Source: an optimization exercise on an open RTL-to-GDS flow (aim: small area and a short achievable clock period). Production flows keep margins and buffers that such runs may drop. Only simulation tests tie the RTL to the original design; equivalence was not proved. Power and IR drop assume default switching activity. No driver is modelled on the clock port, so clocking that relies on it looks cheaper here than on a real chip.

[design/flow/config.mk]
export PLATFORM = sky130hd
export DESIGN_NAME = spi_memory
export DESIGN_NICKNAME = spi_memory
export VERILOG_FILES = /design/flow/design.v
export SDC_FILE = /design/flow/constraint.sdc
export NUM_CORES = 4
export LEC_CHECK = 0
export CAP_MARGIN = 20
export CORE_MARGIN = 2
export CORE_UTILIZATION = 40
export CTS_CLUSTER_DIAMETER = 100
export CTS_CLUSTER_SIZE = 30
export SETUP_SLACK_MARGIN = 2.3
export SLEW_MARGIN = 20
[design/flow/constraint.sdc]
create_clock -name core_clock -period 4.0 [get_ports {clkedge}]
set_input_delay 0.8000 -clock core_clock [delete_from_list [all_inputs] [get_ports {clkedge}]]
set_output_delay 0.8000 -clock core_clock [all_outputs]
set_load 0.01 [all_outputs]
[design/flow/design.v]
package spi_pkg;
    localparam int addr_w    = 7;     
    localparam int data_w    = 8;
    localparam int mem_depth = 128;   
    localparam int cnt_w     = 5;     
    localparam int pos_w     = 6;                     
    localparam int ring_len  = 1 << pos_w;            
    localparam int n_rings   = mem_depth / ring_len;  
    localparam int hi_tw     = 3;                     
    localparam int lo_tw     = 4;                     
endpackage
`timescale 1ns/1ps
module spi_input_sync (
    input  logic clkedge,
    input  logic rst,
    input  logic sclk,
    input  logic cs,
    input  logic mosi,
    output logic cs_active,    
    output logic sclk_hi,      
    output logic sclk_rise,    
    output logic sclk_fall,    
    output logic mosi_s        
);
    logic [1:0] sclk_ff;
    logic [1:0] cs_ff;
    logic [1:0] mosi_ff;
    logic       sclk_d;        
    always_ff @(posedge clkedge) begin
        if (rst) begin
            cs_ff <= 2'b11;    
        end else begin
            cs_ff <= {cs_ff[0], cs};
        end
    end
    always_ff @(posedge clkedge) begin
        sclk_ff <= {sclk_ff[0], sclk};
        mosi_ff <= {mosi_ff[0], mosi};
        sclk_d  <= sclk_ff[1];
    end
    assign cs_active = ~cs_ff[1];
    assign sclk_hi   = sclk_d;
    assign sclk_rise = sclk_ff[1] & ~sclk_d & cs_active;
    assign sclk_fall = ~sclk_ff[1] & sclk_d;
    assign mosi_s    = mosi_ff[1];
endmodule
`timescale 1ns/1ps
module spi_shift_reg (
    input  logic                          clkedge,
    input  logic                          sclk_rise,
    input  logic                          sclk_fall,
    input  logic                          mosi_s,
    input  logic [spi_pkg::cnt_w-1:0]     rcnt,
    input  logic                          rw,
    input  logic                          ld_hi,      
    input  logic                          ld_lo,      
    input  logic [spi_pkg::data_w-1:0]    rd_data,
    output logic [spi_pkg::addr_w-1:0]    addr,
    output logic [spi_pkg::data_w-1:0]    sr,
    output logic                          miso
);
    localparam int dw = spi_pkg::data_w;
    logic shift;
    assign shift = (sclk_rise && !rw && rcnt >= 5'd8  && rcnt < 5'd16)
                || (sclk_fall &&  rw && rcnt >= 5'd9  && rcnt < 5'd16);
    always_ff @(posedge clkedge) begin
        if (sclk_rise && rcnt < 5'd7) begin
            addr <= {addr[spi_pkg::addr_w-2:0], mosi_s};
        end
    end
    logic msb_nx;
    assign msb_nx = shift ? sr[dw-2] : (ld_hi ? rd_data[dw-1] : sr[dw-1]);
    always_ff @(posedge clkedge) begin
        sr[dw-1] <= msb_nx;
    end
    always_ff @(posedge clkedge) begin
        miso <= rw && msb_nx;
    end
    always_ff @(posedge clkedge) begin
        if (shift) begin
            sr[dw-2:0] <= {sr[dw-3:0], mosi_s};
        end else if (ld_lo) begin
            sr[dw-2:0] <= rd_data[dw-2:0];
        end
    end
endmodule
`timescale 1ns/1ps
module spi_ctrl_fsm (
    input  logic                       clkedge,
    input  logic                       rst,
    input  logic                       cs_active,
    input  logic                       sclk_rise,
    input  logic                       mosi_s,
    input  logic                       wr_done,    
    input  logic                       rd_any,     
    output logic [spi_pkg::cnt_w-1:0]  rcnt,       
    output logic                       rw,         
    output logic                       wr_take,    
    output logic                       wr_pend,    
    output logic                       miso_oe
);
    wire in_data = (rcnt >= 5'd8) && (rcnt < 5'd16);
    assign wr_take = sclk_rise && rcnt == 5'd15 && !rw;
    always_ff @(posedge clkedge) begin
        if (rst || !cs_active) begin
            rcnt <= '0;                                
        end else if (sclk_rise && rcnt != 5'd16) begin
            rcnt <= rcnt + 1'b1;
        end
    end
    always_ff @(posedge clkedge) begin
        if (sclk_rise && rcnt == 5'd7) begin
            rw <= mosi_s;
        end
    end
    always_ff @(posedge clkedge) begin
        if (wr_take) begin
            wr_pend <= 1'b1;
        end else if (wr_done || rd_any) begin
            wr_pend <= 1'b0;
        end
    end
    always_ff @(posedge clkedge) begin
        if (rst) begin
            miso_oe <= 1'b0;
        end else begin
            miso_oe <= cs_active && rw && in_data;
        end
    end
endmodule
`timescale 1ns/1ps
module spi_data_mem (
    input  logic                          clkedge,
    input  logic [spi_pkg::cnt_w-1:0]     rcnt,
    input  logic                          rw,
    input  logic                          sclk_hi,
    input  logic                          wr_take,
    input  logic                          wr_pend,
    input  logic [spi_pkg::addr_w-1:0]    addr,
    input  logic [spi_pkg::data_w-1:0]    wr_data,
    output logic                          wr_done,
    output logic                          ld_hi,
    output logic                          ld_lo,
    output logic [spi_pkg::data_w-1:0]    rd_data
);
    localparam int aw = spi_pkg::addr_w;
    localparam int dw = spi_pkg::data_w;
    localparam int pw = spi_pkg::pos_w;
    localparam int hw = spi_pkg::hi_tw;
    localparam int lw = spi_pkg::lo_tw;
    localparam int nr = spi_pkg::n_rings;
    localparam int rl = spi_pkg::ring_len;
    localparam int nh = rl >> hw;      
    localparam int nl = rl >> lw;      
    logic [pw-1:0]           pos;
    logic [pw-1:0]           pos_nx;
    logic [aw-1:0]           wa;           
    logic                    wr_armed;     
    logic                    wr_hit;       
    logic [nr*nh-1:0]        taps_hi;
    logic [nr*nl*(dw-1)-1:0] taps_lo;
    logic                    hit_hi;       
    logic                    hit_lo;       
    logic [pw-hw-1:0]        sel_hi;       
    logic [pw-lw-1:0]        sel_lo;       
    logic                    win;
    logic                    win_d;
    logic                    same;
    assign pos_nx = pos + 1'b1;
    always_ff @(posedge clkedge) begin
        pos <= pos_nx;                     
    end
    always_ff @(posedge clkedge) begin
        if (wr_take) begin
            wa <= addr;
        end
    end
    always_ff @(posedge clkedge) begin
        wr_armed <= wr_pend;
        wr_hit   <= (pos_nx == wa[pw-1:0]);
    end
    assign wr_done = wr_pend && wr_armed && wr_hit;
    always_ff @(posedge clkedge) begin
        hit_hi <= (pos_nx[hw-1:0] == addr[hw-1:0]);
        hit_lo <= (pos_nx[lw-1:0] == addr[lw-1:0]);
        sel_hi <= addr[pw-1:hw] - pos_nx[pw-1:hw];
        sel_lo <= addr[pw-1:lw] - pos_nx[pw-1:lw];
        win_d  <= win;
    end
    assign win    = (rcnt == 5'd7) || (rcnt == 5'd8);
    assign same   = wr_done && (wa == addr);
    assign ld_hi  = win && win_d && hit_hi && !same;
    assign ld_lo  = ((win && win_d) || (rcnt == 5'd9 && rw && sclk_hi)) && hit_lo && !same;
    assign rd_data[dw-1]   = taps_hi[{addr[aw-1:pw], sel_hi}];
    assign rd_data[dw-2:0] = taps_lo[{addr[aw-1:pw], sel_lo}*(dw-1) +: dw-1];
    for (genvar r = 0; r < nr; r++) begin : g_ring
        logic [rl*dw-1:0] q;               
        wire              we = wr_done && (wa[aw-1:pw] == r);
        always_ff @(posedge clkedge) begin
            q <= {we ? wr_data : q[dw-1:0], q[rl*dw-1:dw]};
        end
        for (genvar t = 0; t < nh; t++) begin : g_tap_hi
            assign taps_hi[r*nh+t] = q[(t << hw)*dw + dw-1];
        end
        for (genvar t = 0; t < nl; t++) begin : g_tap_lo
            assign taps_lo[(r*nl+t)*(dw-1) +: dw-1] = q[(t << lw)*dw +: dw-1];
        end
    end
endmodule
`timescale 1ns/1ps
module spi_memory (
    input  logic clkedge,
    input  logic rst,
    input  logic sclk,
    input  logic cs,        
    input  logic mosi,
    output logic miso,
    output logic miso_oe
);
    logic                       cs_active;
    logic                       sclk_hi;
    logic                       sclk_rise;
    logic                       sclk_fall;
    logic                       mosi_s;
    logic [spi_pkg::cnt_w-1:0]  rcnt;
    logic                       rw;
    logic                       wr_take;
    logic                       wr_pend;
    logic                       wr_done;
    logic                       ld_hi;
    logic                       ld_lo;
    logic [spi_pkg::addr_w-1:0] addr;
    logic [spi_pkg::data_w-1:0] sr;
    logic [spi_pkg::data_w-1:0] rd_data;
    spi_input_sync u_sync (
        .clkedge   (clkedge),
        .rst       (rst),
        .sclk      (sclk),
        .cs        (cs),
        .mosi      (mosi),
        .cs_active (cs_active),
        .sclk_hi   (sclk_hi),
        .sclk_rise (sclk_rise),
        .sclk_fall (sclk_fall),
        .mosi_s    (mosi_s)
    );
    spi_ctrl_fsm u_fsm (
        .clkedge   (clkedge),
        .rst       (rst),
        .cs_active (cs_active),
        .sclk_rise (sclk_rise),
        .mosi_s    (mosi_s),
        .wr_done   (wr_done),
        .rd_any    (ld_hi || ld_lo),
        .rcnt      (rcnt),
        .rw        (rw),
        .wr_take   (wr_take),
        .wr_pend   (wr_pend),
        .miso_oe   (miso_oe)
    );
    spi_shift_reg u_shift (
        .clkedge   (clkedge),
        .sclk_rise (sclk_rise),
        .sclk_fall (sclk_fall),
        .mosi_s    (mosi_s),
        .rcnt      (rcnt),
        .rw        (rw),
        .ld_hi     (ld_hi),
        .ld_lo     (ld_lo),
        .rd_data   (rd_data),
        .addr      (addr),
        .sr        (sr),
        .miso      (miso)
    );
    spi_data_mem u_mem (
        .clkedge (clkedge),
        .rcnt    (rcnt),
        .rw      (rw),
        .sclk_hi (sclk_hi),
        .wr_take (wr_take),
        .wr_pend (wr_pend),
        .addr    (addr),
        .wr_data (sr),
        .wr_done (wr_done),
        .ld_hi   (ld_hi),
        .ld_lo   (ld_lo),
        .rd_data (rd_data)
    );
endmodule
[design/flow/run.sh]
#!/bin/bash
# synth_recipe.tcl (not shown) runs the flow's synth.tcl, then flattens the netlist and writes it again
# the make line also repeats each setting of config.mk as NAME=value (left out here)
make -C /OpenROAD-flow-scripts/flow DESIGN_CONFIG=/design/flow/config.mk WORK_HOME=/design/flow/orfs CLKGATE_MAP_FILE= SYNTH_SCRIPT=/design/flow/synth_recipe.tcl finish
==> key figures, run 1 <==
Synthesis
  • Seq/Total Area, Yosys: 93.2%
  • Synth warnings: 4
  • Synth top area cells: dfxtp_1 (90%), edfxtp_1 (2.8%), mux4_2 (1.7%), mux2_2 (0.77%), xor2_1 (0.60%)
  • Synth async-reset ratio: 0%
  • Synth Flop Type: dfxtp_1
  • Post-synth EDFFs: 22
  • Distinct cell type count after synthesis: 42
  • Synth Cell Area: 0.0234 mm^2
  • Synth cell count leaders: dfxtp_1 (1056), edfxtp_1 (22), mux4_2 (18), mux2_2 (16), xor2_1 (16)
  • Syn_nets: 1263
  • Synth top area share: 90.4%
  • Post-synth top area cell: dfxtp_1
  • Synthesis-stage register bit count: 1078
  • Syn Inst Count: 1250
  • Mean Syn Cell Area: 18.7 um^2
  • Most frequent cell after synthesis: dfxtp_1

Placement
  • Post-DP HPWL: 15400 um
  • IO buf count: 6
  • RePlAce Congestion: 0.748

Setup path
  • Crit start category: register
  • Crit path DAT: 2.20 ns
  • Endpoint type of the worst setup path: register
  • Critical path required time: 4.36 ns
  • Setup CP Type: register to register
  • R2R Setup Slk: 2.16 ns
  • Critical path fanouts, max: 7

Timing
  • Crit path time final: 1.84 ns
  • Fmax: 545 MHz
  • Slew headroom: 52.9%
  • Worst-Margin Slew: 0.706 ns
  • Final setup TNS: 0 ns
  • Post-route clock period utilization: 45.9%
  • Final Slew Violations: 0
  • Skew final: 0.0276 ns
  • Final setup violation count: 0
  • RSZ-0062 raised after global routing: true
  • Fin. Hold Viols: 0

Global routing
  • Total Routing Usage GR: 9.18%
  • First-pass GRT wire length: 43000 um
  • Initial antenna violation count: 3
  • Overflow after GRT: 0
  • Pin count of the biggest net entering global routing: 32
  • GR Util met1: 13.5%
  • Global route hottest layer: met1
  • Vias in the first global route: 8014
  • Met2 Use GR: 12.9%
  • GR Util met3: 2.58%

Min path
  • Hold crit path type: register to register

Floorplan
  • Die extent in x: 246 um
  • Die footprint: 0.0604 mm^2
  • Core area: 0.0578 mm^2
  • Initial Utilization: 40.5%
  • Ports: 7
  • Die height: 246 um
  • # rows: 88

Finish
  • Area grow syn2layout: 11.4%
  • N_diodes: 0
  • Layout cells sized above 1: 12.8%
  • Nets@finish: 1330

Detailed routing
  • DRT iter0 DRCs: 424
  • Routed Antenna Nets: 0
  • TritonRoute pass-1 iters: 4
  • Via count: 8156
  • # DRC: 0
  • WL final: 27300 um
  • Post-DR vias/cell: 3.90
  • DR WL/cell: 13.1 um

CTS
  • Clk sinks: 1078
  • CTS tree: done
  • Total CTS buffers: 42
  • Worst skew pair latency: 0.61 ns
  • Maximum clock path buffer count: 3
  • CTS Root Buffer Type: clkbuf_16
  • Reg clk slew, reported paths: 0.11 ns
  • H-tree depth: 2

Power
  • Final total power: 15.7 mW
  • Int Pwr: 12.7 mW
  • Sw power: 2.97 mW
  • Flop pwr share: 68.6%
  • Logic gate share of total power: 0.1%
  • Net Sw Frac: 18.9%
  • Pwr/cell area: 602 mW/mm^2
  • IR Drop Worst-Case VDD: 0.360 mV
  • Clock share of power: 31.3%
  • Leak: 10.1 nW

Status
  • Status: no timing/DRC/antenna violations

Flow run
  • MaxCap Viol Count: 0
## stage by stage
stage          hold WS [ns]  cell area [um^2]  cells  setup WS (ns)  util [%]
6_report              0.314             26100   2090           2.16      45.1
3_5_place_dp          0.312             24400   2013           1.87      42.2
3_3_place_gp          0.310             24400   2013           1.92      42.2
2_1_floorplan         0.310             23400   1250           2.30         -
4_1_cts               0.315             25800   2083           2.12      44.7
5_1_grt               0.318             26100   2090           2.11      45.1
## logic make-up after synthesis
group,after synthesis,synth area share [%]
flip-flops,1078,93.2
AND/OR/NAND/NOR,48,1.13
multiplexers,46,3.02
XOR/XNOR,25,0.936
buffers and inverters,24,0.455
AO/OA/AOI/OAI,21,0.797
adder cells (fa/ha/maj),8,0.460
## critical path: stages, from the launching register on
cell and delay [ns]:
edfxtp_1 0.42, inv_2 0.06, or4b_4 0.56, o32ai_4 0.24, clkbuf_16 0.25, o21ai_1 0.07
## cell type report
| class | instances | area, um^2 |
|---|---|---|
| inverter | 16 | 62.6 |
| multi-input combinational | 148 | 1750 |
| tap | 765 | 957 |
| fill | 4935 | 31700 |
| sequential | 1078 | 21800 |
| clock buffer | 47 | 1070 |
| timing repair buffer | 31 | 312 |
| clock inverter | 5 | 80.1 |
## placed cells by master (no fill, tap or decap), types with 4 or more instances in the layout
cell / instances
nand2_4: 7
clkbuf_1: 5
xor2_1: 13
edfxtp_1: 22
nand3_1: 5
o21ai_2: 5
mux2i_1: 10
clkbuf_16: 43
or2_2: 4
dfxtp_2: 6
mux2_2: 16
dfxtp_1: 1044
nor2_1: 4
xnor2_1: 8
buf_6: 7
dfxtp_4: 6
inv_1: 14
clkdlybuf4s50_1: 4
buf_4: 17
mux4_2: 18
## worst paths after layout
check                                            from  depth (start not counted)                     to
worst max-delay path                         u_fsm.rw                          5          u_shift.sr[5]
worst min-delay path            u_mem.g_ring[1].q[54]                          0  u_mem.g_ring[1].q[46]
worst max register to register               u_fsm.rw                          5          u_shift.sr[5]
worst min register to register  u_mem.g_ring[1].q[54]                          0  u_mem.g_ring[1].q[46]
## flip-flops by register name, summed over array words and instances (netlist names), 2 cells and up
name            flops
u_shift.addr        7
u_mem.wa            7
u_sync.cs_ff        2
u_sync.sclk_ff      2
u_mem.sel_hi        3
u_mem.sel_lo        2
u_sync.mosi_ff      2
u_mem.pos           6
u_shift.sr          8
u_fsm.rcnt          5
u_mem.g_ring.q   1024
## metal layers
| metal | vias to the layer above | routed length, um | part of all wire (%) |
|---|---|---|---|
| met5 | - | 0 | 0 |
| met4 | 0 | 678 | 2.5 |
| met3 | 56 | 1160 | 4.2 |
| met2 | 93 | 10900 | 40 |
| met1 | 3926 | 14600 | 53 |
| li1 | 4081 | - | - |
## power groups by stage
| stage | clock [mW] | combinational, mW | sequential [mW] |
|---|---|---|---|
| after floorplan | 0 | 0.00779 | 11.0 |
| after global placement | 0 | 0.0112 | 11.0 |
| after detailed placement | 0 | 0.0115 | 11.0 |
| after CTS | 5.10 | 0.0136 | 10.8 |
| after global routing | 5.49 | 0.0156 | 10.8 |
| final | 4.92 | 0.0146 | 10.8 |
## repair_timing
action                     4_1_cts  5_1_grt
setup endpoints to repair       37       39
hold buffers                     0        0
gates resized for setup         54       38
pin swaps                       15        7
gates cloned                     1        0
setup buffers                   17        7
==> inputs of run 2 (changes only) <==
--- a/design/flow/design.v
+++ b/design/flow/design.v
@@ -3,5 +3,5 @@
     localparam int data_w    = 8;
     localparam int mem_depth = 128;   
-    localparam int cnt_w     = 5;     
+    localparam int cnt_w     = 4;     
     localparam int pos_w     = 6;                     
     localparam int ring_len  = 1 << pos_w;            
@@ -51,5 +51,7 @@
     input  logic                          sclk_fall,
     input  logic                          mosi_s,
-    input  logic [spi_pkg::cnt_w-1:0]     rcnt,
+    input  logic [spi_pkg::cnt_w-1:0]     cnt,
+    input  logic                          ph_data,
+    input  logic                          ph_done,
     input  logic                          rw,
     input  logic                          ld_hi,      
@@ -62,8 +64,8 @@
     localparam int dw = spi_pkg::data_w;
     logic shift;
-    assign shift = (sclk_rise && !rw && rcnt >= 5'd8  && rcnt < 5'd16)
-                || (sclk_fall &&  rw && rcnt >= 5'd9  && rcnt < 5'd16);
+    assign shift = (sclk_rise && !rw && ph_data)
+                || (sclk_fall &&  rw && ph_data && (cnt[3] || cnt[0]));
     always_ff @(posedge clkedge) begin
-        if (sclk_rise && rcnt < 5'd7) begin
+        if (sclk_rise && !ph_data && !ph_done && !(cnt[3] && !cnt[2])) begin
             addr <= {addr[spi_pkg::addr_w-2:0], mosi_s};
         end
@@ -94,5 +96,7 @@
     input  logic                       wr_done,    
     input  logic                       rd_any,     
-    output logic [spi_pkg::cnt_w-1:0]  rcnt,       
+    output logic [spi_pkg::cnt_w-1:0]  cnt,        
+    output logic                       ph_data,    
+    output logic                       ph_done,    
     output logic                       rw,         
     output logic                       wr_take,    
@@ -100,15 +104,21 @@
     output logic                       miso_oe
 );
-    wire in_data = (rcnt >= 5'd8) && (rcnt < 5'd16);
-    assign wr_take = sclk_rise && rcnt == 5'd15 && !rw;
+    wire last = cnt[3] && !cnt[2];
+    assign wr_take = sclk_rise && ph_data && last && !rw;
     always_ff @(posedge clkedge) begin
         if (rst || !cs_active) begin
-            rcnt <= '0;                                
-        end else if (sclk_rise && rcnt != 5'd16) begin
-            rcnt <= rcnt + 1'b1;
+            cnt     <= '0;                             
+            ph_data <= 1'b0;
+            ph_done <= 1'b0;
+        end else if (sclk_rise && !ph_done) begin
+            cnt <= {cnt[2:0], !cnt[3]};
+            if (last) begin
+                ph_data <= !ph_data;
+                ph_done <= ph_data;
+            end
         end
     end
     always_ff @(posedge clkedge) begin
-        if (sclk_rise && rcnt == 5'd7) begin
+        if (sclk_rise && !ph_data && !ph_done && last) begin
             rw <= mosi_s;
         end
@@ -125,5 +135,5 @@
             miso_oe <= 1'b0;
         end else begin
-            miso_oe <= cs_active && rw && in_data;
+            miso_oe <= cs_active && rw && ph_data;
         end
     end
@@ -132,5 +142,7 @@
 module spi_data_mem (
     input  logic                          clkedge,
-    input  logic [spi_pkg::cnt_w-1:0]     rcnt,
+    input  logic [spi_pkg::cnt_w-1:0]     cnt,
+    input  logic                          ph_data,
+    input  logic                          ph_done,
     input  logic                          rw,
     input  logic                          sclk_hi,
@@ -167,4 +179,5 @@
     logic                    win_d;
     logic                    same;
+    logic                    wa_is_addr;
     assign pos_nx = pos + 1'b1;
     always_ff @(posedge clkedge) begin
@@ -187,9 +200,10 @@
         sel_lo <= addr[pw-1:lw] - pos_nx[pw-1:lw];
         win_d  <= win;
+        wa_is_addr <= (wa == addr);    
     end
-    assign win    = (rcnt == 5'd7) || (rcnt == 5'd8);
-    assign same   = wr_done && (wa == addr);
+    assign win    = (!ph_data && !ph_done && cnt[3] && !cnt[2]) || (ph_data && !cnt[3] && !cnt[0]);
+    assign same   = wr_done && wa_is_addr;
     assign ld_hi  = win && win_d && hit_hi && !same;
-    assign ld_lo  = ((win && win_d) || (rcnt == 5'd9 && rw && sclk_hi)) && hit_lo && !same;
+    assign ld_lo  = ((win && win_d) || (ph_data && cnt[0] && !cnt[1] && rw && sclk_hi)) && hit_lo && !same;
     assign rd_data[dw-1]   = taps_hi[{addr[aw-1:pw], sel_hi}];
     assign rd_data[dw-2:0] = taps_lo[{addr[aw-1:pw], sel_lo}*(dw-1) +: dw-1];
@@ -223,5 +237,7 @@
     logic                       sclk_fall;
     logic                       mosi_s;
-    logic [spi_pkg::cnt_w-1:0]  rcnt;
+    logic [spi_pkg::cnt_w-1:0]  cnt;
+    logic                       ph_data;
+    logic                       ph_done;
     logic                       rw;
     logic                       wr_take;
@@ -253,5 +269,7 @@
         .wr_done   (wr_done),
         .rd_any    (ld_hi || ld_lo),
-        .rcnt      (rcnt),
+        .cnt       (cnt),
+        .ph_data (ph_data),
+        .ph_done (ph_done),
         .rw        (rw),
         .wr_take   (wr_take),
@@ -264,5 +282,7 @@
         .sclk_fall (sclk_fall),
         .mosi_s    (mosi_s),
-        .rcnt      (rcnt),
+        .cnt       (cnt),
+        .ph_data (ph_data),
+        .ph_done (ph_done),
         .rw        (rw),
         .ld_hi     (ld_hi),
@@ -275,5 +295,7 @@
     spi_data_mem u_mem (
         .clkedge (clkedge),
-        .rcnt    (rcnt),
+        .cnt     (cnt),
+        .ph_data (ph_data),
+        .ph_done (ph_done),
         .rw      (rw),
         .sclk_hi (sclk_hi),
==> key figures, run 2 <==
Status
  • Status: no timing/DRC/antenna violations (unchanged)

Floorplan
  • # rows: 88 (unchanged)
  • Ports: 7 (unchanged)
  • Core area: 0.0578 mm^2 (unchanged)
  • Die footprint: 0.0605 mm^2 (was 0.0604 mm^2)
  • Die height: 246 um (about the same)
  • Initial Utilization: 40.5% (about the same)
  • Die extent in x: 246 um (about the same)

Synthesis
  • Synth cell count leaders: dfxtp_1 (1058), edfxtp_1 (22), mux4_2 (17), mux2_2 (15), nand2_1 (15) (was dfxtp_1 (1056), edfxtp_1 (22), mux4_2 (18), mux2_2 (16), xor2_1 (16))
  • Post-synth top area cell: dfxtp_1 (unchanged)
  • Synth Cell Area: 0.0234 mm^2 (about the same)
  • Mean Syn Cell Area: 18.6 um^2 (was 18.7 um^2)
  • Synth top area cells: dfxtp_1 (90%), edfxtp_1 (2.8%), mux4_2 (1.6%), mux2_2 (0.72%), xnor2_1 (0.41%) (was dfxtp_1 (90%), edfxtp_1 (2.8%), mux4_2 (1.7%), mux2_2 (0.77%), xor2_1 (0.60%))
  • Synth top area share: 90.5% (was 90.4%)
  • Post-synth EDFFs: 22 (unchanged)
  • Distinct cell type count after synthesis: 45 (was 42)
  • Seq/Total Area, Yosys: 93.3% (was 93.2%)
  • Syn Inst Count: 1261 (was 1250)
  • Most frequent cell after synthesis: dfxtp_1 (unchanged)
  • Synth async-reset ratio: 0% (unchanged)
  • Synthesis-stage register bit count: 1080 (was 1078)
  • Syn_nets: 1270 (was 1263)
  • Synth Flop Type: dfxtp_1 (unchanged)
  • Synth warnings: 4 (unchanged)

Min path
  • Hold crit path type: register to register (unchanged)
  • Worst Hold Depth: 0 (unchanged)

Global routing
  • Total Routing Usage GR: 9.15% (was 9.18%)
  • Vias in the first global route: 7954 (was 8014)
  • First-pass GRT wire length: 42800 um (was 43000 um)
  • Pin count of the biggest net entering global routing: 32 (unchanged)
  • Initial antenna violation count: 4 (was 3)
  • Overflow after GRT: 0 (unchanged)

Timing
  • Final hold slack: 0.303 ns (was 0.314 ns)
  • RSZ-0062 raised after global routing: true (unchanged)
  • Crit path time final: 1.90 ns (was 1.84 ns)
  • Final setup violation count: 0 (unchanged)
  • Fin. Hold Viols: 0 (unchanged)
  • Slew headroom: 64.6% (was 52.9%)
  • Fmax: 526 MHz (was 545 MHz)
  • Final setup TNS: 0 ns (unchanged)
  • Skew final: 0.0277 ns (was 0.0276 ns)
  • Setup WS post-layout: 2.10 ns (was 2.16 ns)
  • Final Slew Violations: 0 (unchanged)
  • Worst-Margin Slew: 0.531 ns (was 0.706 ns)
  • Post-route clock period utilization: 47.6% (was 45.9%)

Setup path
  • Critical path fanouts, max: 1 (was 7)
  • Slowest-stage cell, CP: dfxtp_4 (was or4b_4)
  • WP depth: 1 (was 5)
  • Critical path required time: 3.20 ns (was 4.36 ns)
  • CP max stage delay: 0.38 ns (was 0.56 ns)
  • Buf/Inv on CP: 1 (was 2)
  • Endpoint type of the worst setup path: output pin (was register)
  • Crit-path cells: buf_6 (was inv_2, or4b_4, o32ai_4, clkbuf_16, o21ai_1)
  • Crit path DAT: 1.10 ns (was 2.20 ns)
  • R2r worst-path depth: 4 (was 5)
  • Setup CP Type: register to output pin (was register to register)
  • Top delay family on crit path: flip-flops (was simple AND/OR/NAND/NOR gates)
  • Crit start category: register (unchanged)

Placement
  • Post-DP HPWL: 15700 um (was 15400 um)
  • RePlAce Congestion: 0.770 (was 0.748)
  • Dpl ws: 1.85 ns (was 1.87 ns)
  • Placed cell count: 2021 (was 2013)
  • IO buf count: 6 (unchanged)
  • Area after DPL: 0.0244 mm^2 (about the same)

Detailed routing
  • Post-DR vias/cell: 3.90 (about the same)
  • DR WL/cell: 13.0 um (was 13.1 um)
  • DRT iter0 DRCs: 486 (was 424)
  • # DRC: 0 (unchanged)
  • TritonRoute pass-1 iters: 4 (unchanged)
  • WL final: 27200 um (was 27300 um)
  • Via count: 8188 (was 8156)
  • Routed Antenna Nets: 0 (unchanged)

CTS
  • Reg clk slew, reported paths: 0.11 ns (about the same)
  • Maximum clock path buffer count: 3 (unchanged)
  • CTS tree: done (unchanged)
  • CTS Root Buffer Type: clkbuf_16 (unchanged)
  • Clk sinks: 1080 (was 1078)
  • Total CTS buffers: 42 (unchanged)
  • # hold bufs at CTS: 0 (unchanged)
  • H-tree depth: 2 (unchanged)
  • Worst skew pair latency: 0.60 ns (was 0.61 ns)

Power
  • Final total power: 15.8 mW (was 15.7 mW)
  • Pwr/cell area: 606 mW/mm^2 (was 602 mW/mm^2)
  • Leak: 10.1 nW (about the same)
  • IR Drop Worst-Case VDD: 0.452 mV (was 0.360 mV)

Finish
  • Layout cells sized above 1: 11.6% (was 12.8%)
  • Most frequent cells in the layout: dfxtp_1 (1045), clkbuf_16 (45), edfxtp_1 (22), buf_4 (18), mux4_2 (17) (was dfxtp_1 (1044), clkbuf_16 (43), edfxtp_1 (22), mux4_2 (18), buf_4 (17))
  • Largest Register: u_mem.g_ring.q (unchanged)
  • Max reg flops: 1024 (unchanged)
  • Top flop regs: u_mem.g_ring.q: 1024 flops, u_shift.sr: 8 flops (unchanged)
  • Post-route cell area: 0.0260 mm^2 (was 0.0261 mm^2)
  • Area grow syn2layout: 11.1% (was 11.4%)
  • Nets@finish: 1332 (was 1330)
  • Final std cells w/o fill: 2098 (was 2090)
  • Most common cell after layout, fill and taps aside: dfxtp_1 (unchanged)
  • Finished Core Util: 45.0% (was 45.1%)

Flow run
  • MaxCap Viol Count: 0 (unchanged)
==> run 2: cell types whose count changed after synthesis, sizes merged, moves of 3 or more <==
cell    previous run  this run
inv               16        13
nand3              6         3
nand2             12        15
xor2              16        11
ha                 7         3
nor3               3        10
mux2i             12         9
a21oi              2        13
o21ai              9         5
clkbuf             4         8
==> run 2: where the power goes <==
group / total (mW) / switching (mW) / internal, mW
logic: 0.0209 / 0.00792 / 0.0129
registers: 10.8 / 0.00970 / 10.8
clock network: 4.96 / 2.90 / 2.06
==> run 2: timing repair <==
item | 4_1_cts | 5_1_grt
setup endpoints to repair | 37 | 34
pin swaps | 4 | 6
gates resized for setup | 36 | 26
setup buffers | 10 | 13
==> run 2: worst paths after layout <==
check	slack, ns	endpoint	from
setup / recovery	2.10	miso_oe	u_fsm.miso_oe
hold / removal	0.30	u_mem.g_ring[0].q[460]	u_mem.g_ring[0].q[468]
setup reg to reg	2.20	u_shift.sr[4]	u_fsm.cnt[2]
hold reg to reg	0.30	u_mem.g_ring[0].q[460]	u_mem.g_ring[0].q[468]
==> run 2: cell families after synthesis <==
logic type                 after synthesis  share of synthesized area [%]
and+or+nand+nor                         59                           1.38
muxes                                   41                           2.74
xor gates and xnor gates                24                           1.02
buffers and inverters                   24                          0.428
adders and majority gates                4                          0.246
DFF                                   1080                           93.3
AOI/OAI and AO/OA                       29                          0.898
==> run 2: routing by layer <==
metal / routed length (um) / vias up / global-route usage (%)
li1: - / 4103 / -
met5: 0 / - / 0
met2: 10900 / 97 / 12.9
met1: 14400 / 3937 / 13.4
met4: 707 / 0 / 3.32
met3: 1220 / 51 / 2.56
==> run 2: final cells by class <==
class                   count  area [um^2]
inverters                  13         48.8
clock inverters             2         37.5
repair buffers             29          272
flip-flops and latches   1080        21900
diodes                      1         2.50
multi-input cells         157         1670
fillers                  4920        31800
well taps                 765          957
clock buffers              51         1150
==> inputs of run 3 (changes only) <==
==> design/flow/flow/run.sh (new file) <==
#!/bin/bash
# The standard flow's own layout, with two changes:
#  - a flatter clock tree: larger sink clusters under clkbuf_16 leaves and no
#    dummy loads;
#  - before detailed placement, the flip-flops that drive the output ports are
#    moved next to the ports' buffers (flow/io_flops.tcl).
set -euo pipefail
here=$(pwd)
bash standard.sh \
    'CTS_ARGS=-sink_clustering_enable -repair_clock_nets -dont_use_dummy_load -sink_clustering_size 30 -sink_clustering_max_diameter 100' \
    "PRE_DETAIL_PLACE_TCL=$here/flow/io_flops.tcl" \
    finish > standard_flow.log 2>&1
==> design/flow/flow/io_flops.tcl (new file) <==
# Before detailed placement: move each flip-flop that drives an output port's
# buffer next to that buffer, so the register-to-pin wire is short. Detailed
# placement then legalizes them.
set block [ord::get_db_block]
foreach bterm [$block getBTerms] {
  if {[$bterm getIoType] ne "OUTPUT"} { continue }
  set net [$bterm getNet]
  if {$net eq "NULL"} { continue }
  foreach it [$net getITerms] {
    if {![$it isOutputSignal]} { continue }
    set buf [$it getInst]
    foreach bin [$buf getITerms] {
      if {![$bin isInputSignal]} { continue }
      set n2 [$bin getNet]
      if {$n2 eq "NULL"} { continue }
      foreach it2 [$n2 getITerms] {
        if {![$it2 isOutputSignal]} { continue }
        set ff [$it2 getInst]
        if {![[$ff getMaster] isSequential]} { continue }
        set loc [$buf getLocation]
        set x [lindex $loc 0]
        set y [lindex $loc 1]
        set w [[$ff getMaster] getWidth]
        # Just inside the buffer, towards the core centre
        set die [$block getDieArea]
        set cx [expr {([$die xMin] + [$die xMax]) / 2}]
        if {$x > $cx} { set nx [expr {$x - $w - 2000}] } else { set nx [expr {$x + [[$buf getMaster] getWidth] + 2000}] }
        puts "io_flops: [$ff getName] -> ($nx, $y) next to [$buf getName] for [$bterm getName]"
        $ff setLocation $nx $y
      }
    }
  }
}
==> design/flow/standard.sh (new file) <==
#!/bin/bash
# synth_recipe.tcl (not shown) runs the flow's synth.tcl, then flattens the netlist and writes it again
# the make line also repeats each setting of config.mk as NAME=value (left out here)
make -C /OpenROAD-flow-scripts/flow DESIGN_CONFIG=/design/flow/config.mk WORK_HOME=/design/flow/orfs CLKGATE_MAP_FILE= SYNTH_SCRIPT=/design/flow/synth_recipe.tcl "${@:-finish}"
--- a/design/flow/config.mk
+++ b/design/flow/config.mk
@@ -9,6 +9,4 @@
 export CORE_MARGIN = 2
 export CORE_UTILIZATION = 40
-export CTS_CLUSTER_DIAMETER = 100
-export CTS_CLUSTER_SIZE = 30
 export SETUP_SLACK_MARGIN = 2.3
 export SLEW_MARGIN = 20
removed: design/flow/run.sh
==> key figures, run 3 <==
Timing
  • Slew headroom: 45.5% (was 64.6%)
  • Skew final: 0.0638 ns (was 0.0277 ns)
  • Final Slew Violations: 0 (unchanged)
  • Final setup TNS: 0 ns (unchanged)
  • Fmax: 546 MHz (was 526 MHz)
  • Final hold slack: 0.255 ns (was 0.303 ns)
  • RSZ-0062 raised after global routing: true (unchanged)
  • Final setup violation count: 0 (unchanged)
  • Worst-Margin Slew: 0.817 ns (was 0.531 ns)
  • Post-route clock period utilization: 45.8% (was 47.6%)
  • Fin. Hold Viols: 0 (unchanged)
  • Crit path time final: 1.83 ns (was 1.90 ns)

Global routing
  • Vias in the first global route: 7861 (was 7954)
  • First-pass GRT wire length: 42500 um (was 42800 um)
  • Total Routing Usage GR: 9.07% (was 9.15%)
  • Pin count of the biggest net entering global routing: 31 (was 32)
  • Overflow after GRT: 0 (unchanged)
  • Initial antenna violation count: 5 (was 4)

Synthesis
  • Post-synthesis mux area share: 2.74% (unchanged)
  • Synth cell count leaders: dfxtp_1 (1058), edfxtp_1 (22), mux4_2 (17), mux2_2 (15), nand2_1 (15) (unchanged)
  • Mean Syn Cell Area: 18.6 um^2 (unchanged)
  • Synth Area in Simple Gates: 1.38% (unchanged)
  • Synth top area share: 90.5% (unchanged)
  • Synth Area in Compound Gates: 0.898% (unchanged)
  • Post-synth EDFFs: 22 (unchanged)
  • Most frequent cell after synthesis: dfxtp_1 (unchanged)
  • Synth async-reset ratio: 0% (unchanged)
  • Synth top area cells: dfxtp_1 (90%), edfxtp_1 (2.8%), mux4_2 (1.6%), mux2_2 (0.72%), xnor2_1 (0.41%) (unchanged)
  • Adder-Cell Fraction of Synth Area: 0.246% (unchanged)
  • Synth Cell Area: 0.0234 mm^2 (unchanged)
  • Synth Flop Type: dfxtp_1 (unchanged)
  • Syn_nets: 1270 (unchanged)
  • Xor and xnor area share after synthesis: 1.02% (unchanged)
  • Largest family of logic cells by synthesized area: multiplexers (unchanged)
  • Syn Inst Count: 1261 (unchanged)
  • Synth warnings: 4 (unchanged)
  • Distinct cell type count after synthesis: 45 (unchanged)
  • Synthesis-stage register bit count: 1080 (unchanged)
  • Seq/Total Area, Yosys: 93.3% (unchanged)
  • Post-synth top area cell: dfxtp_1 (unchanged)

Power
  • Net Sw Frac: 18.5% (about the same)
  • Pwr/cell area: 603 mW/mm^2 (was 606 mW/mm^2)
  • Flop pwr share: 69.3% (was 68.4%)
  • Logic gate share of total power: 0.1% (about the same)
  • Sw power: 2.88 mW (was 2.92 mW)
  • Int Pwr: 12.7 mW (was 12.9 mW)
  • Clock share of power: 30.6% (was 31.5%)
  • Leak: 9.98 nW (was 10.1 nW)
  • IR Drop Worst-Case VDD: 0.393 mV (was 0.452 mV)

CTS
  • H-tree depth: 2 (unchanged)
  • Clk sinks: 1080 (unchanged)
  • # hold bufs at CTS: 0 (unchanged)
  • Worst skew pair latency: 0.58 ns (was 0.60 ns)
  • Reg clk slew, reported paths: 0.10 ns (was 0.11 ns)
  • CTS Root Buffer Type: clkbuf_16 (unchanged)
  • CTS tree: done (unchanged)
  • Maximum clock path buffer count: 3 (unchanged)
  • Total CTS buffers: 42 (unchanged)

Setup path
  • Buf/Inv on CP: 1 (unchanged)
  • Crit start category: register (unchanged)
  • Top delay family on crit path: flip-flops (unchanged)
  • Setup CP Type: register to output pin (unchanged)
  • CP max stage delay: 0.32 ns (was 0.38 ns)
  • Endpoint type of the worst setup path: output pin (unchanged)
  • Slowest-stage cell, CP: dfxtp_1 (was dfxtp_4)
  • Crit-path cells: buf_2 (was buf_6)
  • Crit path DAT: 1.03 ns (was 1.10 ns)
  • Critical path required time: 3.20 ns (about the same)
  • Critical path fanouts, max: 1 (unchanged)

Finish
  • Area grow syn2layout: 10.3% (was 11.1%)
  • Max reg flops: 1024 (unchanged)
  • Finished Core Util: 44.7% (was 45.0%)
  • Most common cell after layout, fill and taps aside: dfxtp_1 (unchanged)
  • Most frequent cells in the layout: dfxtp_1 (1046), clkbuf_16 (42), edfxtp_1 (22), mux4_2 (17) (was dfxtp_1 (1045), clkbuf_16 (45), edfxtp_1 (22), buf_4 (18), mux4_2 (17))
  • Nets@finish: 1329 (was 1332)
  • Largest Register: u_mem.g_ring.q (unchanged)
  • Final std cells w/o fill: 2084 (was 2098)
  • Fillers: 4935 (was 4920)
  • Layout cells sized above 1: 10.9% (was 11.6%)
  • Top flop regs: u_mem.g_ring.q: 1024 flops, u_shift.sr: 8 flops (unchanged)

Placement
  • Placed cell count: 2021 (unchanged)
  • IO buf count: 6 (unchanged)
  • Post-DP HPWL: 15700 um (about the same)
  • RePlAce Congestion: 0.770 (unchanged)

Detailed routing
  • Post-DR vias/cell: 3.92 (was 3.90)
  • # DRC: 0 (unchanged)
  • DRT iter0 DRCs: 501 (was 486)
  • WL final: 27200 um (about the same)
  • DR WL/cell: 13.1 um (was 13.0 um)
  • TritonRoute pass-1 iters: 5 (was 4)
  • Routed Antenna Nets: 0 (unchanged)
  • Via count: 8169 (was 8188)

Floorplan
  • # rows: 88 (unchanged)
  • Core area: 0.0578 mm^2 (unchanged)
  • Initial Utilization: 40.5% (unchanged)
  • Die footprint: 0.0605 mm^2 (unchanged)
  • Die height: 246 um (unchanged)
  • Die extent in x: 246 um (unchanged)
  • Ports: 7 (unchanged)

Status
  • Status: no timing/DRC/antenna violations (unchanged)

Min path
  • Hold crit path type: register to register (unchanged)

Flow run
  • MaxCap Viol Count: 0 (unchanged)
[run 3: cell counts after synthesis]
Identical to the previous run, type by type.
[run 3: timing repair]
item                                    in CTS  in global routing
pin swaps                                    8                  7
gates cloned                                 0                  1
endpoints found under the setup margin      38                 29
gates resized for setup                     30                 26
setup buffers                               10                  9
[run 3: final cells by class]
| class | count | area [um^2] | share of cell area (%) |
|---|---|---|---|
| Tap cell | 765 | 957 | 3.71 |
| Inverter | 13 | 48.8 | 0.189 |
| Multi-Input combinational cell | 158 | 1660 | 6.45 |
| Clock buffer | 42 | 1050 | 4.07 |
| Sequential cell | 1080 | 21900 | 84.7 |
| Antenna cell | 1 | 2.50 | 0.00969 |
| Timing Repair Buffer | 25 | 223 | 0.863 |
[run 3: cell families after synthesis]
group,after synthesis
and+or+nand+nor,59
DFF,1080
buffers and inverters,24
xor gates and xnor gates,24
AOI/OAI and AO/OA,29
adders and majority gates,4
muxes,41
[run 3: worst paths after layout]
kind | startpoint | endpoint | slack [ns] | cells past startpoint
max | u_shift.miso | miso | 2.17 | 1
min | u_mem.g_ring[0].q[371] | u_mem.g_ring[0].q[363] | 0.25 | 0
max reg2reg | u_fsm.cnt[2] | u_shift.miso | 2.19 | 4
min reg2reg | u_mem.g_ring[0].q[371] | u_mem.g_ring[0].q[363] | 0.25 | 0
[run 3: metrics by stage]
step / instance area, um^2 / power (mW) / worst slack (ns)
global route: 25800 / 16.1 / 2.10
floorplan: 23500 / 11.0 / 2.24
detailed placement: 24400 / 11.1 / 1.85
CTS: 25600 / 15.7 / 2.12
global placement: 24400 / 11.1 / 1.90
finish: 25800 / 15.6 / 2.17
[run 3: per-layer routing]
layer | global-route usage, % | vias to the layer above | routed length (um)
met5 | 0 | - | 0
met4 | 3.17 | 0 | 725
met3 | 2.51 | 51 | 1060
met2 | 12.7 | 82 | 10900
met1 | 13.4 | 3946 | 14600
li1 | - | 4090 | -
[run 3: power groups by stage]
stage / sequential (mW) / clock, mW / combinational [mW]
floorplan: 11.0 / 0 / 0.00998
global placement: 11.0 / 0 / 0.0151
detailed placement: 11.0 / 0 / 0.0162
CTS: 10.8 / 4.94 / 0.0174
global route: 10.8 / 5.31 / 0.0196
finish: 10.8 / 4.76 / 0.0183
==> inputs of run 4 (changes only) <==
--- a/design/flow/design.v
+++ b/design/flow/design.v
@@ -52,7 +52,7 @@
     input  logic                          mosi_s,
     input  logic [spi_pkg::cnt_w-1:0]     cnt,
-    input  logic                          ph_data,
+    input  logic                          ph_rd,
+    input  logic                          ph_wr,
     input  logic                          ph_done,
-    input  logic                          rw,
     input  logic                          ld_hi,      
     input  logic                          ld_lo,      
@@ -64,8 +64,8 @@
     localparam int dw = spi_pkg::data_w;
     logic shift;
-    assign shift = (sclk_rise && !rw && ph_data)
-                || (sclk_fall &&  rw && ph_data && (cnt[3] || cnt[0]));
+    assign shift = (sclk_rise && ph_wr)
+                || (sclk_fall && ph_rd && (cnt[3] || cnt[0]));
     always_ff @(posedge clkedge) begin
-        if (sclk_rise && !ph_data && !ph_done && !(cnt[3] && !cnt[2])) begin
+        if (sclk_rise && !ph_rd && !ph_wr && !ph_done && !(cnt[3] && !cnt[2])) begin
             addr <= {addr[spi_pkg::addr_w-2:0], mosi_s};
         end
@@ -77,5 +77,5 @@
     end
     always_ff @(posedge clkedge) begin
-        miso <= rw && msb_nx;
+        miso <= ph_rd && msb_nx;
     end
     always_ff @(posedge clkedge) begin
@@ -97,7 +97,7 @@
     input  logic                       rd_any,     
     output logic [spi_pkg::cnt_w-1:0]  cnt,        
-    output logic                       ph_data,    
+    output logic                       ph_rd,      
+    output logic                       ph_wr,      
     output logic                       ph_done,    
-    output logic                       rw,         
     output logic                       wr_take,    
     output logic                       wr_pend,    
@@ -105,24 +105,21 @@
 );
     wire last = cnt[3] && !cnt[2];
-    assign wr_take = sclk_rise && ph_data && last && !rw;
+    assign wr_take = sclk_rise && ph_wr && last;
     always_ff @(posedge clkedge) begin
         if (rst || !cs_active) begin
             cnt     <= '0;                             
-            ph_data <= 1'b0;
+            ph_rd   <= 1'b0;
+            ph_wr   <= 1'b0;
             ph_done <= 1'b0;
         end else if (sclk_rise && !ph_done) begin
             cnt <= {cnt[2:0], !cnt[3]};
             if (last) begin
-                ph_data <= !ph_data;
-                ph_done <= ph_data;
+                ph_rd   <= !ph_rd && !ph_wr && mosi_s;
+                ph_wr   <= !ph_rd && !ph_wr && !mosi_s;
+                ph_done <= ph_rd || ph_wr;
             end
         end
     end
     always_ff @(posedge clkedge) begin
-        if (sclk_rise && !ph_data && !ph_done && last) begin
-            rw <= mosi_s;
-        end
-    end
-    always_ff @(posedge clkedge) begin
         if (wr_take) begin
             wr_pend <= 1'b1;
@@ -135,5 +132,5 @@
             miso_oe <= 1'b0;
         end else begin
-            miso_oe <= cs_active && rw && ph_data;
+            miso_oe <= cs_active && ph_rd;
         end
     end
@@ -143,7 +140,7 @@
     input  logic                          clkedge,
     input  logic [spi_pkg::cnt_w-1:0]     cnt,
-    input  logic                          ph_data,
+    input  logic                          ph_rd,
+    input  logic                          ph_wr,
     input  logic                          ph_done,
-    input  logic                          rw,
     input  logic                          sclk_hi,
     input  logic                          wr_take,
@@ -202,8 +199,9 @@
         wa_is_addr <= (wa == addr);    
     end
-    assign win    = (!ph_data && !ph_done && cnt[3] && !cnt[2]) || (ph_data && !cnt[3] && !cnt[0]);
+    assign win    = (!ph_rd && !ph_wr && !ph_done && cnt[3] && !cnt[2])
+                 || ((ph_rd || ph_wr) && !cnt[3] && !cnt[0]);
     assign same   = wr_done && wa_is_addr;
     assign ld_hi  = win && win_d && hit_hi && !same;
-    assign ld_lo  = ((win && win_d) || (ph_data && cnt[0] && !cnt[1] && rw && sclk_hi)) && hit_lo && !same;
+    assign ld_lo  = ((win && win_d) || (ph_rd && cnt[0] && !cnt[1] && sclk_hi)) && hit_lo && !same;
     assign rd_data[dw-1]   = taps_hi[{addr[aw-1:pw], sel_hi}];
     assign rd_data[dw-2:0] = taps_lo[{addr[aw-1:pw], sel_lo}*(dw-1) +: dw-1];
@@ -238,7 +236,7 @@
     logic                       mosi_s;
     logic [spi_pkg::cnt_w-1:0]  cnt;
-    logic                       ph_data;
+    logic                       ph_rd;
+    logic                       ph_wr;
     logic                       ph_done;
-    logic                       rw;
     logic                       wr_take;
     logic                       wr_pend;
@@ -270,7 +268,7 @@
         .rd_any    (ld_hi || ld_lo),
         .cnt       (cnt),
-        .ph_data (ph_data),
-        .ph_done (ph_done),
-        .rw        (rw),
+        .ph_rd     (ph_rd),
+        .ph_wr     (ph_wr),
+        .ph_done   (ph_done),
         .wr_take   (wr_take),
         .wr_pend   (wr_pend),
@@ -283,7 +281,7 @@
         .mosi_s    (mosi_s),
         .cnt       (cnt),
-        .ph_data (ph_data),
-        .ph_done (ph_done),
-        .rw        (rw),
+        .ph_rd     (ph_rd),
+        .ph_wr     (ph_wr),
+        .ph_done   (ph_done),
         .ld_hi     (ld_hi),
         .ld_lo     (ld_lo),
@@ -296,7 +294,7 @@
         .clkedge (clkedge),
         .cnt     (cnt),
-        .ph_data (ph_data),
+        .ph_rd   (ph_rd),
+        .ph_wr   (ph_wr),
         .ph_done (ph_done),
-        .rw      (rw),
         .sclk_hi (sclk_hi),
         .wr_take (wr_take),
==> key figures, run 4 <==
Status
  • Status: no timing/DRC/antenna violations (unchanged)

Setup path
  • CP max stage delay: 0.33 ns (was 0.32 ns)
  • Critical path required time: 3.20 ns (about the same)
  • Worst Setup SP: u_shift.miso (unchanged)
  • Top delay family on crit path: flip-flops (unchanged)
  • Worst r2r src: u_fsm.ph_rd (was u_fsm.cnt[2])
  • Endpoint type of the worst setup path: output pin (unchanged)
  • Setup CP Type: register to output pin (unchanged)
  • Crit start category: register (unchanged)
  • Critical path fanouts, max: 1 (unchanged)
  • Buf/Inv on CP: 1 (unchanged)
  • Crit path DAT: 1.03 ns (about the same)
  • Crit-path cells: buf_6 (was buf_2)
  • Slowest-stage cell, CP: dfxtp_2 (was dfxtp_1)

Finish
  • Post-route cell area: 0.0255 mm^2 (was 0.0258 mm^2)
  • Largest Register: u_mem.g_ring.q (unchanged)
  • N_diodes: 0 (was 1)
  • Most frequent cells in the layout: dfxtp_1 (1051), clkbuf_16 (41), edfxtp_1 (21), mux2_2 (20), nand2_1 (18) (was dfxtp_1 (1046), clkbuf_16 (42), edfxtp_1 (22), mux4_2 (17))
  • Area grow syn2layout: 9.57% (was 10.3%)
  • Final std cells w/o fill: 2070 (was 2084)
  • Max reg flops: 1024 (unchanged)
  • Nets@finish: 1316 (was 1329)
  • Top flop regs: u_mem.g_ring.q: 1024 flops, u_shift.sr: 8 flops (unchanged)
  • Fillers: 4969 (was 4935)
  • Most common cell after layout, fill and taps aside: dfxtp_1 (unchanged)
  • Layout cells sized above 1: 8.97% (was 10.9%)
  • Finished Core Util: 44.3% (was 44.7%)

Floorplan
  • Die extent in x: 245 um (was 246 um)
  • Die height: 245 um (was 246 um)
  • Initial Utilization: 40.4% (was 40.5%)
  • Ports: 7 (unchanged)
  • # rows: 88 (unchanged)
  • Die footprint: 0.0602 mm^2 (was 0.0605 mm^2)
  • Core area: 0.0577 mm^2 (was 0.0578 mm^2)

Power
  • Net Sw Frac: 18.3% (was 18.5%)
  • Leak: 9.89 nW (was 9.98 nW)
  • IR Drop Worst-Case VDD: 0.394 mV (was 0.393 mV)
  • Sw power: 2.83 mW (was 2.88 mW)
  • Flop pwr share: 69.7% (was 69.3%)
  • Final total power: 15.5 mW (was 15.6 mW)
  • Pwr/cell area: 606 mW/mm^2 (was 603 mW/mm^2)
  • Logic gate share of total power: 0.1% (about the same)
  • Int Pwr: 12.6 mW (was 12.7 mW)
  • Clock share of power: 30.2% (was 30.6%)

Timing
  • Slew headroom: 62.0% (was 45.5%)
  • Setup WS post-layout: 2.17 ns (about the same)
  • Final setup TNS: 0 ns (unchanged)
  • Post-route clock period utilization: 45.8% (about the same)
  • Worst-Margin Slew: 0.569 ns (was 0.817 ns)
  • Skew final: 0.0569 ns (was 0.0638 ns)
  • Fin. Hold Viols: 0 (unchanged)
  • Final hold slack: 0.281 ns (was 0.255 ns)
  • Final setup violation count: 0 (unchanged)
  • Fmax: 546 MHz (about the same)
  • Crit path time final: 1.83 ns (about the same)
  • Final Slew Violations: 0 (unchanged)
  • RSZ-0062 raised after global routing: true (unchanged)

Synthesis
  • Most frequent cell after synthesis: dfxtp_1 (unchanged)
  • Synth async-reset ratio: 0% (unchanged)
  • Seq/Total Area, Yosys: 93.7% (was 93.3%)
  • Synthesis-stage register bit count: 1080 (unchanged)
  • Synth Cell Area: 0.0233 mm^2 (was 0.0234 mm^2)
  • Synth Flop Type: dfxtp_1 (unchanged)
  • Post-synth EDFFs: 21 (was 22)
  • Post-synth top area cell: dfxtp_1 (unchanged)
  • Distinct cell type count after synthesis: 41 (was 45)
  • Syn Inst Count: 1257 (was 1261)
  • Synth top area share: 91.0% (was 90.5%)
  • Mean Syn Cell Area: 18.5 um^2 (was 18.6 um^2)
  • Synth warnings: 4 (unchanged)
  • Synth top area cells: dfxtp_1 (91%), edfxtp_1 (2.7%), mux4_2 (1.4%), mux2_2 (0.97%), xnor2_1 (0.45%) (was dfxtp_1 (90%), edfxtp_1 (2.8%), mux4_2 (1.6%), mux2_2 (0.72%), xnor2_1 (0.41%))
  • Syn_nets: 1266 (was 1270)
  • Synth cell count leaders: dfxtp_1 (1059), edfxtp_1 (21), mux2_2 (20), nand2_1 (18), mux4_2 (14) (was dfxtp_1 (1058), edfxtp_1 (22), mux4_2 (17), mux2_2 (15), nand2_1 (15))

Placement
  • Dpl ws: 1.84 ns (was 1.85 ns)
  • Placed cell count: 2020 (was 2021)
  • IO buf count: 6 (unchanged)
  • Post-DP HPWL: 14800 um (was 15700 um)
  • Area after DPL: 0.0243 mm^2 (was 0.0244 mm^2)
  • RePlAce Congestion: 0.684 (was 0.770)

CTS
  • CTS Root Buffer Type: clkbuf_16 (unchanged)
  • Maximum clock path buffer count: 3 (unchanged)
  • H-tree depth: 2 (unchanged)
  • Total CTS buffers: 41 (was 42)
  • Reg clk slew, reported paths: 0.11 ns (was 0.10 ns)
  • Worst skew pair latency: 0.59 ns (was 0.58 ns)
  • Clk sinks: 1080 (unchanged)
  • CTS tree: done (unchanged)

Min path
  • Hold crit path type: register to register (unchanged)
  • Hold_sp: u_mem.g_ring[0].q[273] (was u_mem.g_ring[0].q[371])

Detailed routing
  • # DRC: 0 (unchanged)
  • Routed Antenna Nets: 0 (unchanged)
  • Via count: 8031 (was 8169)
  • DRT iter0 DRCs: 442 (was 501)
  • Post-DR vias/cell: 3.88 (was 3.92)
  • TritonRoute pass-1 iters: 4 (was 5)
  • WL final: 26300 um (was 27200 um)
  • DR WL/cell: 12.7 um (was 13.1 um)

Global routing
  • Initial antenna violation count: 0 (was 5)
  • First-pass GRT wire length: 42700 um (was 42500 um)
  • Vias in the first global route: 7997 (was 7861)
  • Overflow after GRT: 0 (unchanged)
  • Total Routing Usage GR: 9.00% (was 9.07%)
  • Pin count of the biggest net entering global routing: 31 (unchanged)

Flow run
  • MaxCap Viol Count: 0 (unchanged)
[run 4: area by class of cell]
| type | count | area [um^2] | share of cell area (%) |
|---|---|---|---|
| Sequential cell | 1080 | 21800 | 85.6 |
| Multi-Input combinational cell | 158 | 1510 | 5.91 |
| Tap cell | 765 | 957 | 3.75 |
| Timing Repair Buffer | 15 | 149 | 0.583 |
| Inverter | 11 | 41.3 | 0.162 |
| Clock buffer | 41 | 1030 | 4.02 |
[run 4: cells by family after synthesis]
kind of cell / share of synthesized area, %
flops: 93.7
xor+xnor: 0.865
mux: 2.85
fa+ha+maj: 0.247
buf+inv: 0.338
compound gates: 0.746
simple gates: 1.27
[run 4: per-layer routing]
metal	wire [um]	global-route usage, %	part of all wire, %	vias up
met3	877	2.00	3.3	51
met4	741	3.92	2.8	0
li1	-	-	-	4043
met2	10600	12.7	40	77
met5	0	0	0	-
met1	14100	13.2	54	3860
[run 4: power groups by stage]
stage          clock, mW  sequential [mW]  combinational (mW)
2_1_floorplan          0             11.0             0.00795
3_3_place_gp           0             11.0              0.0109
3_5_place_dp           0             11.0              0.0115
4_1_cts             4.88             10.8              0.0125
5_1_grt             5.27             10.8              0.0148
6_report            4.67             10.8              0.0137
[run 4: what timing repair did]
item                                   4_1_cts  5_1_grt
setup endpoints to repair                   32       33
endpoints found under the hold margin        0        0
resized for setup                           27       15
setup buffers                                5        4
hold buffers                                 0        0
pin swaps                                    4        5
[run 4: final timing paths]
kind / depth (start not counted) / slack (ns) / end
worst min register to register: 0 / 0.28 / u_mem.g_ring[0].q[265]
worst max register to register: 6 / 2.32 / u_shift.sr[3]
worst max-delay path: 1 / 2.17 / miso
worst min-delay path: 0 / 0.28 / u_mem.g_ring[0].q[265]
==> inputs of run 5 (changes only) <==
--- a/design/flow/config.mk
+++ b/design/flow/config.mk
@@ -8,5 +8,6 @@
 export CAP_MARGIN = 20
 export CORE_MARGIN = 2
-export CORE_UTILIZATION = 40
+export CORE_UTILIZATION = 68
+export PLACE_DENSITY = 0.75
 export SETUP_SLACK_MARGIN = 2.3
 export SLEW_MARGIN = 20
==> key figures, run 5 <==
Finish
  • Largest Register: u_mem.g_ring.q (unchanged)
  • Max reg flops: 1024 (unchanged)
  • Fillers: 1855 (was 4969)
  • Area grow syn2layout: 8.09% (was 9.57%)
  • Top flop regs: u_mem.g_ring.q: 1024 flops, u_shift.sr: 8 flops (unchanged)
  • Layout cells sized above 1: 9.33% (was 8.97%)
  • Most frequent cells in the layout: dfxtp_1 (1049), clkbuf_16 (41), edfxtp_1 (21), mux2_2 (20), nand2_1 (18) (was dfxtp_1 (1051), clkbuf_16 (41), edfxtp_1 (21), mux2_2 (20), nand2_1 (18))
  • Nets@finish: 1319 (was 1316)
  • Most common cell after layout, fill and taps aside: dfxtp_1 (unchanged)

Floorplan
  • # rows: 67 (was 88)
  • Core area: 0.0336 mm^2 (was 0.0577 mm^2)
  • Ports: 7 (unchanged)
  • Die extent in x: 189 um (was 245 um)
  • Die footprint: 0.0358 mm^2 (was 0.0602 mm^2)
  • Die height: 189 um (was 245 um)
  • Initial Utilization: 69.3% (was 40.4%)

Synthesis
  • Synth warnings: 4 (unchanged)
  • Syn Inst Count: 1257 (unchanged)
  • Synthesis-stage register bit count: 1080 (unchanged)
  • Mean Syn Cell Area: 18.5 um^2 (unchanged)
  • Synth top area share: 91.0% (unchanged)
  • Synth Cell Area: 0.0233 mm^2 (unchanged)
  • Synth Flop Type: dfxtp_1 (unchanged)
  • Synth top area cells: dfxtp_1 (91%), edfxtp_1 (2.7%), mux4_2 (1.4%), mux2_2 (0.97%), xnor2_1 (0.45%) (unchanged)
  • Synth async-reset ratio: 0% (unchanged)
  • Post-synth EDFFs: 21 (unchanged)
  • Distinct cell type count after synthesis: 41 (unchanged)
  • Synth cell count leaders: dfxtp_1 (1059), edfxtp_1 (21), mux2_2 (20), nand2_1 (18), mux4_2 (14) (unchanged)
  • Seq/Total Area, Yosys: 93.7% (unchanged)
  • Most frequent cell after synthesis: dfxtp_1 (unchanged)
  • Post-synth top area cell: dfxtp_1 (unchanged)
  • Syn_nets: 1266 (unchanged)

Setup path
  • Crit start category: register (unchanged)
  • Critical path fanouts, max: 1 (unchanged)
  • Critical path required time: 3.20 ns (about the same)
  • Crit path DAT: 0.99 ns (was 1.03 ns)
  • Slowest-stage cell, CP: dfxtp_2 (unchanged)
  • Top delay family on crit path: flip-flops (unchanged)
  • R2R Setup Slk: 2.25 ns (was 2.32 ns)
  • Crit-path cells: buf_6 (unchanged)
  • Endpoint type of the worst setup path: output pin (unchanged)
  • Buf/Inv on CP: 1 (unchanged)
  • CP max stage delay: 0.34 ns (was 0.33 ns)
  • Setup CP Type: register to output pin (unchanged)

Timing
  • Post-route clock period utilization: 44.7% (was 45.8%)
  • Slew headroom: 56.6% (was 62.0%)
  • Final setup TNS: 0 ns (unchanged)
  • Skew final: 0.0327 ns (was 0.0569 ns)
  • Final Slew Violations: 0 (unchanged)
  • Crit path time final: 1.79 ns (was 1.83 ns)
  • RSZ-0062 raised after global routing: true (unchanged)
  • Fmax: 559 MHz (was 546 MHz)
  • Final setup violation count: 0 (unchanged)
  • Fin. Hold Viols: 0 (unchanged)
  • Worst-Margin Slew: 0.652 ns (was 0.569 ns)

Placement
  • IO buf count: 6 (unchanged)
  • Post-DP HPWL: 16300 um (was 14800 um)
  • RePlAce Congestion: 0.781 (was 0.684)

Global routing
  • Vias in the first global route: 8261 (was 7997)
  • Total Routing Usage GR: 17.0% (was 9.00%)
  • Overflow after GRT: 0 (unchanged)
  • Initial antenna violation count: 3 (was 0)
  • Pin count of the biggest net entering global routing: 31 (unchanged)
  • First-pass GRT wire length: 45600 um (was 42700 um)

CTS
  • Maximum clock path buffer count: 3 (unchanged)
  • Total CTS buffers: 41 (unchanged)
  • Clk sinks: 1080 (unchanged)
  • Worst skew pair latency: 0.56 ns (was 0.59 ns)
  • Reg clk slew, reported paths: 0.10 ns (was 0.11 ns)
  • CTS tree: done (unchanged)
  • H-tree depth: 2 (unchanged)
  • CTS Root Buffer Type: clkbuf_16 (unchanged)

Power
  • Pwr/cell area: 616 mW/mm^2 (was 606 mW/mm^2)
  • Leak: 9.90 nW (was 9.89 nW)
  • Final total power: 15.5 mW (about the same)
  • IR Drop Worst-Case VDD: 0.486 mV (was 0.394 mV)

Detailed routing
  • TritonRoute pass-1 iters: 4 (unchanged)
  • # DRC: 0 (unchanged)
  • Post-DR vias/cell: 4.63 (was 3.88)
  • DR WL/cell: 17.1 um (was 12.7 um)
  • WL final: 30000 um (was 26300 um)
  • Routed Antenna Nets: 0 (unchanged)
  • DRT iter0 DRCs: 417 (was 442)
  • Via count: 8144 (was 8031)

Min path
  • Hold crit path type: register to register (unchanged)

Status
  • Status: no timing/DRC/antenna violations (unchanged)

Flow run
  • MaxCap Viol Count: 0 (unchanged)
## run 5: cell counts after synthesis
No cell type changed its count.
## run 5: layer usage
metal / wire length [um] / global-route usage (%) / up-vias
li1: - / - / 4051
met1: 14700 / 24.9 / 3916
met2: 13500 / 26.7 / 124
met3: 1160 / 2.65 / 53
met4: 714 / 4.93 / 0
met5: 0 / 0 / -
## run 5: kinds of logic (layout without fill, tap and decap cells)
family / count (synthesis) / after routing / synth area share [%]
fa+ha+maj: 4 / 4 / 0.247
compound gates: 29 / 29 / 0.746
other cells: 0 / 3 / 0
xor+xnor: 23 / 23 / 0.865
mux: 43 / 43 / 2.85
flops: 1080 / 1080 / 93.7
simple gates: 59 / 59 / 1.27
buf+inv: 19 / 70 / 0.338
## run 5: worst paths after layout
kind              depth (start not counted)                      to              startpoint
setup / recovery                          1                 miso_oe           u_fsm.miso_oe
hold / removal                            0  u_mem.g_ring[0].q[397]  u_mem.g_ring[0].q[405]
setup reg to reg                          6           u_shift.sr[0]             u_fsm.ph_rd
hold reg to reg                           0  u_mem.g_ring[0].q[397]  u_mem.g_ring[0].q[405]
## run 5: metrics by stage
stage,utilization [%],hold WS [ns],instance area [um^2],worst slack [ns],cells
global route,74.9,0.308,25200,2.17,1756
floorplan,-,0.310,23300,2.34,1257
global placement,71.1,0.310,23900,1.94,1703
finish,74.9,0.309,25200,2.21,1759
CTS,74.4,0.303,25000,2.18,1747
detailed placement,71.1,0.312,23900,1.88,1703
## run 5: report_power, final
group | internal, mW | switching, mW
logic | 0.00889 | 0.00529
clock network | 1.86 | 2.86
registers | 10.8 | 0.00559
total | 12.6 | 2.87
## run 5: final cells by class
type | count | area (um^2) | area share, %
Antenna cell | 3 | 7.51 | 0.0298
Multi-Input combinational cell | 158 | 1510 | 6.01
Clock buffer | 41 | 1030 | 4.07
Inverter | 11 | 41.3 | 0.164
Timing Repair Buffer | 18 | 184 | 0.730
Sequential cell | 1080 | 21900 | 86.8
Tap cell | 448 | 561 | 2.23
## run 5: repair_timing
item	4_1_cts	5_1_grt
resized for setup	28	18
setup buffers	3	9
hold buffers	0	0
pin swaps	2	4
endpoints found under the setup margin	30	24

re-timing with driven ports:
Ports are ideal in the flow. The routed layouts listed here were re-timed in OpenROAD.
Step 1 (the two cells are an assumption about what drives the block):
set clk [get_ports {clkedge}]
set_driving_cell -lib_cell sky130_fd_sc_hd__clkbuf_16 $clk
set_driving_cell -lib_cell sky130_fd_sc_hd__buf_2 [delete_from_list [all_inputs] $clk]
Step 2 also shifts input and output timing later by t, the mid clock arrival at the registers, as if the neighbouring blocks saw the same clock.
Three values: ideal, step 1, step 2; two values: the first two.
run | shift t [ns] | setup WS [ns] | worst register clock-pin slew, ns | worst slew at a driven data input, ns | cell pins on the clock port's net
run 1 | 0.644 | 2.164 / 2.114 / 2.018 | 0.12 / 0.12 | 0.05 | 1
run 2 | 0.633 | 2.097 / 2.042 / 2.112 | 0.11 / 0.11 | 0.03 | 1
run 3 | 0.611 | 2.167 / 2.116 / 1.960 | 0.11 / 0.11 | 0.03 | 1
run 4 | 0.622 | 2.167 / 2.111 / 2.183 | 0.11 / 0.11 | 0.04 | 1
run 5 | 0.599 | 2.213 / 2.159 / 2.003 | 0.11 / 0.11 | 0.04 | 1
After both steps every run listed still meets setup and hold. The setup slack of run 5, which loses most, moves by -0.054 ns with the drivers and by -0.210 ns with both steps.
